This is an optimization exercise on Yosys and OpenROAD, whose aim is a short achievable clock period and few clock cycles per item, not a production implementation. Only simulation tests tie the RTL to the original design; equivalence was not proved.

==> design/flow/design.v <==
package cache_pkg;
	localparam int WORDS_PER_LINE = 4;
	localparam int WORD_BITS      = 32;
	localparam int PROC_ADDR_BITS = 30;
	localparam int MEM_ADDR_BITS  = 28;
	typedef logic [31:0] word_t;
	typedef logic [WORDS_PER_LINE*WORD_BITS-1:0] line_t;
	typedef logic [29:0] proc_addr_t;    
	typedef logic [27:0] mem_addr_t;     
	typedef struct packed {
		logic       read;
		logic       write;
		proc_addr_t addr;
		word_t      wdata;
	} proc_req_t;
	typedef struct packed {
		logic      read;
		logic      write;
		mem_addr_t addr;
		line_t     wdata;     
	} mem_req_t;
	typedef enum logic [1:0] {
		ST_READY     = 2'd0,
		ST_WRITEBACK = 2'd1,
		ST_FILL      = 2'd2
	} cache_state_e;
endpackage
`timescale 1ns/1ps
module cache_ctrl #(
	parameter int SET_BITS = 2
) (
	input  logic                                           clk,
	input  logic                                           rst_n,
	input  cache_pkg::proc_req_t                           proc_req,
	input  logic                                           hit,
	input  logic                                           victim_valid,
	input  logic [cache_pkg::MEM_ADDR_BITS-SET_BITS-1:0] victim_tag,
	input  cache_pkg::line_t                               victim_line,
	input  logic                                           mem_ready,
	output logic                                           proc_stall,
	output logic                                           wr_en,
	output logic                                           touch_en,
	output logic                                           fill_en,
	output cache_pkg::mem_req_t                            mem_req
);
	localparam int OFFSET_BITS = $clog2(cache_pkg::WORDS_PER_LINE);
	localparam int ADDR_BITS   = cache_pkg::PROC_ADDR_BITS;
	cache_pkg::cache_state_e state_q;
	cache_pkg::cache_state_e state_d;
	logic                req_valid;
	logic [SET_BITS-1:0] set_idx;
	logic                ready_hit;
	assign req_valid = proc_req.read | proc_req.write;
	assign set_idx   = proc_req.addr[OFFSET_BITS +: SET_BITS];
	assign ready_hit = (state_q == cache_pkg::ST_READY) && hit;
	always_ff @(posedge clk or negedge rst_n) begin
		if (!rst_n) begin
			state_q <= cache_pkg::ST_READY;
		end else begin
			state_q <= state_d;
		end
	end
	always_comb begin
		state_d = state_q;
		case (state_q)
			cache_pkg::ST_READY: begin
				if (req_valid && !hit) begin
					state_d = victim_valid ? cache_pkg::ST_WRITEBACK : cache_pkg::ST_FILL;
				end
			end
			cache_pkg::ST_WRITEBACK: begin
				if (mem_ready) begin
					state_d = cache_pkg::ST_FILL;
				end
			end
			cache_pkg::ST_FILL: begin
				if (mem_ready) begin
					state_d = cache_pkg::ST_READY;
				end
			end
			default: state_d = cache_pkg::ST_READY;
		endcase
	end
	assign proc_stall = req_valid && !ready_hit;     
	assign wr_en      = ready_hit && proc_req.write;
	assign touch_en   = ready_hit && req_valid;
	assign fill_en    = (state_q == cache_pkg::ST_FILL) && mem_ready;
	always_comb begin
		mem_req = '0;
		case (state_q)
			cache_pkg::ST_WRITEBACK: begin
				mem_req.write = 1'b1;
				mem_req.addr  = {victim_tag, set_idx};   
				mem_req.wdata = victim_line;
			end
			cache_pkg::ST_FILL: begin
				mem_req.read = 1'b1;
				mem_req.addr = proc_req.addr[ADDR_BITS-1:OFFSET_BITS];
			end
			default: begin
				mem_req = '0;
			end
		endcase
	end
endmodule
`timescale 1ns/1ps
module tag_store #(
	parameter int SET_BITS = 2
) (
	input  logic                                           clk,
	input  logic                                           rst_n,
	input  cache_pkg::proc_addr_t                          addr,
	input  logic                                           touch_en,
	input  logic                                           fill_en,
	output logic                                           hit,
	output logic                                           access_way,
	output logic                                           victim_valid,
	output logic [cache_pkg::MEM_ADDR_BITS-SET_BITS-1:0] victim_tag
);
	localparam int OFFSET_BITS = $clog2(cache_pkg::WORDS_PER_LINE);
	localparam int TAG_BITS    = cache_pkg::MEM_ADDR_BITS - SET_BITS;
	localparam int NUM_SETS    = 1 << SET_BITS;
	logic [TAG_BITS-1:0]      tag_q [NUM_SETS][2];
	logic [NUM_SETS-1:0][1:0] valid_q;
	logic [NUM_SETS-1:0]      lru_q;     
	logic [SET_BITS-1:0] set_idx;
	logic [TAG_BITS-1:0] req_tag;
	logic [1:0]          way_hit;
	logic                victim_way;
	assign set_idx = addr[OFFSET_BITS +: SET_BITS];
	assign req_tag = addr[OFFSET_BITS+SET_BITS +: TAG_BITS];
	always_comb begin
		for (int w = 0; w < 2; w++) begin
			way_hit[w] = valid_q[set_idx][w] && (tag_q[set_idx][w] == req_tag);
		end
	end
	assign hit = |way_hit;
	always_comb begin
		if (!valid_q[set_idx][0]) begin
			victim_way = 1'b0;
		end else if (!valid_q[set_idx][1]) begin
			victim_way = 1'b1;
		end else begin
			victim_way = lru_q[set_idx];
		end
	end
	assign access_way   = hit ? way_hit[1] : victim_way;
	assign victim_valid = valid_q[set_idx][victim_way];
	assign victim_tag   = tag_q[set_idx][victim_way];
	always_ff @(posedge clk or negedge rst_n) begin
		if (!rst_n) begin
			valid_q <= '0;
			lru_q   <= '0;
		end else begin
			if (touch_en || fill_en) begin
				lru_q[set_idx] <= ~access_way;   
			end
			if (fill_en) begin
				valid_q[set_idx][access_way] <= 1'b1;
			end
		end
	end
	always_ff @(posedge clk) begin
		if (fill_en) begin
			tag_q[set_idx][access_way] <= req_tag;
		end
	end
endmodule
`timescale 1ns/1ps
module line_store #(
	parameter int SET_BITS = 2
) (
	input  logic                  clk,
	input  cache_pkg::proc_addr_t addr,
	input  logic                  access_way,
	input  logic                  wr_en,
	input  logic                  fill_en,
	input  cache_pkg::word_t      wdata,
	input  cache_pkg::line_t      fill_line,
	output cache_pkg::word_t      rd_word,
	output cache_pkg::line_t      victim_line
);
	localparam int OFFSET_BITS = $clog2(cache_pkg::WORDS_PER_LINE);
	localparam int WORD_BITS   = cache_pkg::WORD_BITS;
	localparam int NUM_SETS    = 1 << SET_BITS;
	cache_pkg::line_t data_q [NUM_SETS][2];
	logic [SET_BITS-1:0]    set_idx;
	logic [OFFSET_BITS-1:0] word_sel;
	cache_pkg::line_t       cur_line;
	cache_pkg::line_t       next_line;
	assign word_sel = addr[OFFSET_BITS-1:0];
	assign set_idx  = addr[OFFSET_BITS +: SET_BITS];
	assign cur_line = data_q[set_idx][access_way];
	always_comb begin
		next_line = cur_line;
		if (fill_en) begin
			next_line = fill_line;
		end else begin
			for (int w = 0; w < cache_pkg::WORDS_PER_LINE; w++) begin
				if (w == int'(word_sel)) begin
					next_line[w*WORD_BITS +: WORD_BITS] = wdata;
				end
			end
		end
	end
	always_ff @(posedge clk) begin
		if (fill_en || wr_en) begin
			data_q[set_idx][access_way] <= next_line;
		end
	end
	assign victim_line = cur_line;      
	always_comb begin
		rd_word = cur_line[WORD_BITS-1:0];
		for (int w = 1; w < cache_pkg::WORDS_PER_LINE; w++) begin
			if (w == int'(word_sel)) begin
				rd_word = cur_line[w*WORD_BITS +: WORD_BITS];
			end
		end
	end
endmodule
`timescale 1ns/1ps
module cache_top #(
	parameter int SET_BITS = 2
) (
	input  logic                 clk,
	input  logic                 rst_n,
	input  cache_pkg::proc_req_t proc_req,
	output cache_pkg::word_t     proc_rdata,
	output logic                 proc_stall,
	output cache_pkg::mem_req_t  mem_req,
	input  cache_pkg::line_t     mem_rdata,
	input  logic                 mem_ready
);
	localparam int TAG_BITS = cache_pkg::MEM_ADDR_BITS - SET_BITS;
	logic                hit;
	logic                access_way;      
	logic                victim_valid;
	logic [TAG_BITS-1:0] victim_tag;
	logic                wr_en;
	logic                touch_en;
	logic                fill_en;
	cache_pkg::line_t    victim_line;
	cache_ctrl #(.SET_BITS(SET_BITS)) u_ctrl (
		.clk          (clk),
		.rst_n        (rst_n),
		.proc_req     (proc_req),
		.hit          (hit),
		.victim_valid (victim_valid),
		.victim_tag   (victim_tag),
		.victim_line  (victim_line),
		.mem_ready    (mem_ready),
		.proc_stall   (proc_stall),
		.wr_en        (wr_en),
		.touch_en     (touch_en),
		.fill_en      (fill_en),
		.mem_req      (mem_req)
	);
	tag_store #(.SET_BITS(SET_BITS)) u_tags (
		.clk          (clk),
		.rst_n        (rst_n),
		.addr         (proc_req.addr),
		.touch_en     (touch_en),
		.fill_en      (fill_en),
		.hit          (hit),
		.access_way   (access_way),
		.victim_valid (victim_valid),
		.victim_tag   (victim_tag)
	);
	line_store #(.SET_BITS(SET_BITS)) u_lines (
		.clk          (clk),
		.addr         (proc_req.addr),
		.access_way   (access_way),
		.wr_en        (wr_en),
		.fill_en      (fill_en),
		.wdata        (proc_req.wdata),
		.fill_line    (mem_rdata),      
		.rd_word      (proc_rdata),
		.victim_line  (victim_line)
	);
endmodule
`timescale 1ns/1ps
module wb_cache (
	input  logic         clk,
	input  logic         rst_n,
	input  logic         proc_read,
	input  logic         proc_write,
	input  logic [29:0]  proc_addr,
	input  logic [31:0]  proc_wdata,
	output logic [31:0]  proc_rdata,
	output logic         proc_stall,
	output logic         mem_read,
	output logic         mem_write,
	output logic [27:0]  mem_addr,
	output logic [127:0] mem_wdata,
	input  logic [127:0] mem_rdata,
	input  logic         mem_ready
);
	cache_pkg::proc_req_t proc_req;
	cache_pkg::mem_req_t  mem_req;
	assign proc_req.read  = proc_read;
	assign proc_req.write = proc_write;
	assign proc_req.addr  = proc_addr;
	assign proc_req.wdata = proc_wdata;
	assign mem_read  = mem_req.read;
	assign mem_write = mem_req.write;
	assign mem_addr  = mem_req.addr;
	assign mem_wdata = mem_req.wdata;
	cache_top #(.SET_BITS(2)) u_cache (
		.clk        (clk),
		.rst_n      (rst_n),
		.proc_req   (proc_req),
		.proc_rdata (proc_rdata),
		.proc_stall (proc_stall),
		.mem_req    (mem_req),
		.mem_rdata  (mem_rdata),
		.mem_ready  (mem_ready)
	);
endmodule
==> design/flow/run.sh <==
#!/bin/bash
# synth_recipe.tcl (not shown) runs the flow's synth.tcl, then flattens the netlist and writes it again
# the make line also repeats each setting of config.mk as NAME=value (left out here)
make -C /OpenROAD-flow-scripts/flow DESIGN_CONFIG=/design/flow/config.mk WORK_HOME=/design/flow/orfs CLKGATE_MAP_FILE= SYNTH_SCRIPT=/design/flow/synth_recipe.tcl finish
==> design/flow/config.mk <==
export PLATFORM = sky130hd
export DESIGN_NAME = wb_cache
export DESIGN_NICKNAME = wb_cache
export VERILOG_FILES = /design/flow/design.v
export SDC_FILE = /design/flow/constraint.sdc
export NUM_CORES = 4
export LEC_CHECK = 0
export CAP_MARGIN = 20
export CORE_MARGIN = 2
export CORE_UTILIZATION = 40
export SLEW_MARGIN = 20
==> design/flow/constraint.sdc <==
create_clock -name core_clock -period 8.0 [get_ports {clk}]
set_input_delay 1.6000 -clock core_clock [delete_from_list [all_inputs] [get_ports {clk}]]
set_output_delay 1.6000 -clock core_clock [all_outputs]
set_load 0.01 [all_outputs]
==> reports/metrics.cfg <==
[outcome]
run_status = no timing/DRC/antenna violations

[global_route]
grt_pass1_wl_um = 227000
grt_pass1_vias = 31200
track_usage = 0.235
overflow = 0
grt_max_degree = 147
antenna_found_initial = 25

[power]
p_comb_frac = 0.288
ir_drop_mv = 0.238
power_per_cell_area_nw_per_um2 = 314
seqPwrFrac = 0.414
p_leak_nw = 21.6
total_power_mw = 20.4
p_clk_frac = 0.298
switchingPower_mw = 6.21
p_int_mw = 14.2
switching_share = 0.304

[final_layout]
layout.cells.non_filler = 5408
syn_to_final_growth_pct = 23.3
nFillCells = 10800
nets = 3748
post-route-cell-area_um2 = 65200
drive_gt1_frac = 0.236
fin_util = 0.497

[cts]
clk_latency_ns = 0.77
root_buffer = clkbuf_16
clk_path_buf_depth = 3
htreeDepth = 4
clkSlewWorstSetupHoldPaths_ns = 0.05
numCtsBuffers = 135
cts.hold.buffers_added = 0
clock_sinks = 1246
cts_tree = yes

[critical_path]
start_kind = primary input
cp_max_fo = 22
cp.required_ns = 6.40
end_kind = primary output
path_class = primary input to primary output
critPathArrivalTime_ns = 6.21

[detailed_routing]
wirelength_um = 160000
wire_per_inst_um = 29.5
drcViolationCount = 0
viasPerCell = 5.72
drt_iter0_drc = 3270
route.vias.total = 30900
drt_pre_antenna_iters = 5
ant_nets = 0

[synth]
synth_area_per_cell_um2 = 18.1
yosysMostFrequentCell = edfxtp_1
synth_top_area_frac = 0.699
yosysUniqueCellTypes = 53
yosys-top-cells-count = edfxtp_1 (1,232), mux4_2 (340), nor2_1 (237), mux2i_1 (191), a21oi_1 (132)
seq_area_frac_synth = 0.706
synth_fa_ha_area_frac = 0.00284
synth.area.top_cells = edfxtp_1 (70%), mux4_2 (14%), mux2i_1 (3.6%)
async_flop_share = 0.0112
synthSimpleGateAreaFrac = 0.0345
synth_compound_area_frac = 0.0498
synthCells = 2919
synth_top_family_by_area = multiplexers
synth-xor-area-share = 0.00712
synthFlopType = edfxtp_1
ys_ff_latch = 1246
synth_edf_count = 1232
synth_area_um2 = 52900
synth_fp_nets = 3126
yosysWarnings = 3
yosysTopAreaCell = edfxtp_1
synth_mux_area_frac = 0.183

[run]
maxCapViolations = 0

[sta]
min_period_ns = 7.81
skew_ns = 0.0534
setup_violations = 0
slew_violations = 0
tns_ns = 0
tightest_slew_ns = 1.03
max_slew_margin = 0.312
hold_viol = 0
period_share = 0.976
fmax_mhz = 128

[worst_hold_path]
holdCritPathClass = flip-flop to flip-flop

[placed_design]
place.gp.congestion = 0.803
post_dp_cell_area_um2 = 60800
dpl.hpwl_um = 101000
dp_cells = 5157
io_buffers = 385

[floorplanning]
start_util = 0.403
die_h_um = 368
num_rows = 133
fp.dieW_um = 368
dieArea_um2 = 135000
ioPinCount = 386
core_um2 = 131000

[critical path, cell delays in order]
cell,delay [ns]
buf_8,0.22
buf_4,0.20
mux4_2,0.50
xnor2_1,0.31
nand4_1,0.11
or4_1,0.63
nor4_4,0.40
o22ai_4,0.12
buf_12,0.17
buf_12,0.17
buf_4,0.18
mux2i_1,0.13
o22ai_1,0.18
buf_4,0.17
nor2_1,0.04
o21ai_1,0.23
buf_4,0.20
clkdlybuf4s50_1,0.53
[layout by cell type (no fill, tap or decap), types with 5 or more instances in the layout]
cell | netlist | routed
dfrtp_1 | 14 | 14
and3_1 | 7 | 6
a2bb2oi_1 | 5 | 5
nand2_1 | 109 | 106
and2_1 | 38 | 30
nor2_1 | 237 | 235
ha_1 | 12 | 12
o21ai_0 | 70 | 69
a22oi_1 | 6 | 6
o2111ai_1 | 5 | 5
clkbuf_16 | 0 | 136
clkdlybuf4s50_1 | 0 | 381
clkinv_2 | 0 | 20
bufinv_16 | 0 | 9
nor2b_1 | 5 | 5
edfxtp_1 | 1232 | 1232
mux4_2 | 340 | 340
diode_2 | 0 | 7
inv_1 | 12 | 11
a21oi_1 | 132 | 132
a22o_1 | 32 | 32
buf_4 | 9 | 256
a31o_2 | 5 | 5
mux2_2 | 9 | 9
xnor2_1 | 27 | 26
xor2_1 | 16 | 16
nand3_1 | 6 | 6
clkinv_1 | 2 | 31
nand4_1 | 8 | 8
and2_4 | 0 | 8
clkinv_16 | 0 | 6
o21ai_1 | 62 | 62
mux2i_1 | 191 | 190
o22ai_1 | 97 | 97
buf_12 | 0 | 35
clkbuf_1 | 131 | 29
[state kept, by name, indices dropped and copies added, names as in the netlist]
| register | count |
|---|---|
| u_cache.u_ctrl.state_q | 2 |
| u_cache.u_tags.valid_q | 8 |
| u_cache.u_tags.tag_q | 208 |
| u_cache.u_lines.data_q | 1024 |
| u_cache.u_tags.lru_q | 4 |
[kinds of logic after synthesis]
kind of cell / count (synthesis)
AOI/OAI and AO/OA: 444
buffers and inverters: 204
muxes: 540
adders and majority gates: 12
DFF: 1246
and+or+nand+nor: 430
xor gates and xnor gates: 43
[through the flow]
step | setup slack, ns | hold slack (ns)
after floorplan | 0.215 | 0.438
after global placement | -0.460 | 0.476
after detailed placement | -0.420 | 0.473
after CTS | 0.0424 | 0.485
after global routing | -0.000817 | 0.499
final | 0.192 | 0.489
[worst paths after layout]
check / end / slack, ns / depth (start not counted) / from
setup / recovery: proc_rdata[3] / 0.19 / 18 / proc_addr[2]
hold / removal: u_cache.u_tags.valid_q[7]$_DFFE_PN0P_ / 0.49 / 1 / u_cache.u_tags.valid_q[7]$_DFFE_PN0P_
setup reg to reg: u_cache.u_lines.data_q[1][36]$_DFFE_PP_ / 3.14 / 10 / u_cache.u_tags.tag_q[6][16]$_DFFE_PP_
hold reg to reg: u_cache.u_tags.valid_q[7]$_DFFE_PN0P_ / 0.49 / 1 / u_cache.u_tags.valid_q[7]$_DFFE_PN0P_
max in group asynchronous: u_cache.u_tags.valid_q[4]$_DFFE_PN0P_ / 6.31 / 1 / rst_n
min in group asynchronous: u_cache.u_tags.lru_q[1]$_DFFE_PN0P_ / 1.25 / 1 / rst_n
[cell type report]
type,count,area [µm²],share of cell area
inverters,14,60.1,0.000921
flip-flops and latches,1246,37300,0.573
repair buffers,675,6490,0.0996
well taps,1755,2200,0.0337
clock inverters,77,817,0.0125
multi-input cells,1469,14800,0.227
diodes,7,17.5,0.000269
clock buffers,165,3510,0.0539
[power groups by stage]
stage | registers, mW | clock network [mW] | logic [mW]
3_5_place_dp | 8.61 | 0 | 5.87
2_1_floorplan | 8.60 | 0 | 3.05
3_3_place_gp | 8.59 | 0 | 5.81
4_1_cts | 8.47 | 6.21 | 5.91
6_report | 8.47 | 6.09 | 5.88
5_1_grt | 8.50 | 6.46 | 6.29
[routing by layer]
metal	up-vias	wire (µm)	global-route usage	share of wire
met5	-	203	0	0.0013
met3	220	15000	0.0694	0.094
li1	13200	-	-	-
met1	16100	64900	0.317	0.41
met4	34	3920	0.0648	0.025
met2	1324	75500	0.370	0.47
[repair_timing]
| item | 4_1_cts | 5_1_grt |
|---|---|---|
| cloned | 0 | 0 |
| pin swaps | 1 | 2 |
| buffers inserted | 1 | 0 |
| resized for setup | 2 | 3 |
| setup endpoints to repair | 103 | 5 |
Testbench counts, summed over its fixed seeds: cycles 152,149, items 24,000.

-- port drivers added, routing unchanged --
In the flow no input, the clock included, has a driving cell. The finished layout below was timed again as built, in two steps. Step 1 (the two cells are an assumption about what drives the block):
set clk [get_ports {clk}]
set_driving_cell -lib_cell sky130_fd_sc_hd__clkbuf_16 $clk
set_driving_cell -lib_cell sky130_fd_sc_hd__buf_2 [delete_from_list [all_inputs] $clk]
Step 2 moves the port delays by t, midway between the first and last clock arrival at a register: inputs arrive t later, outputs are due t later. That takes back most of the time a late clock gives input paths. a / b / c = no drivers / after step 1 / after step 2; a / b = the first two.
shift t [ns]: 0.821
setup slack, ns: 0.192 / 0.134 / 0.134
clock arrival spread, ns: 0.072 / 0.072
After both steps setup and hold are still met in this run. For this run, drivers alone change the setup slack by -0.058 ns; drivers and shift together by -0.058 ns.
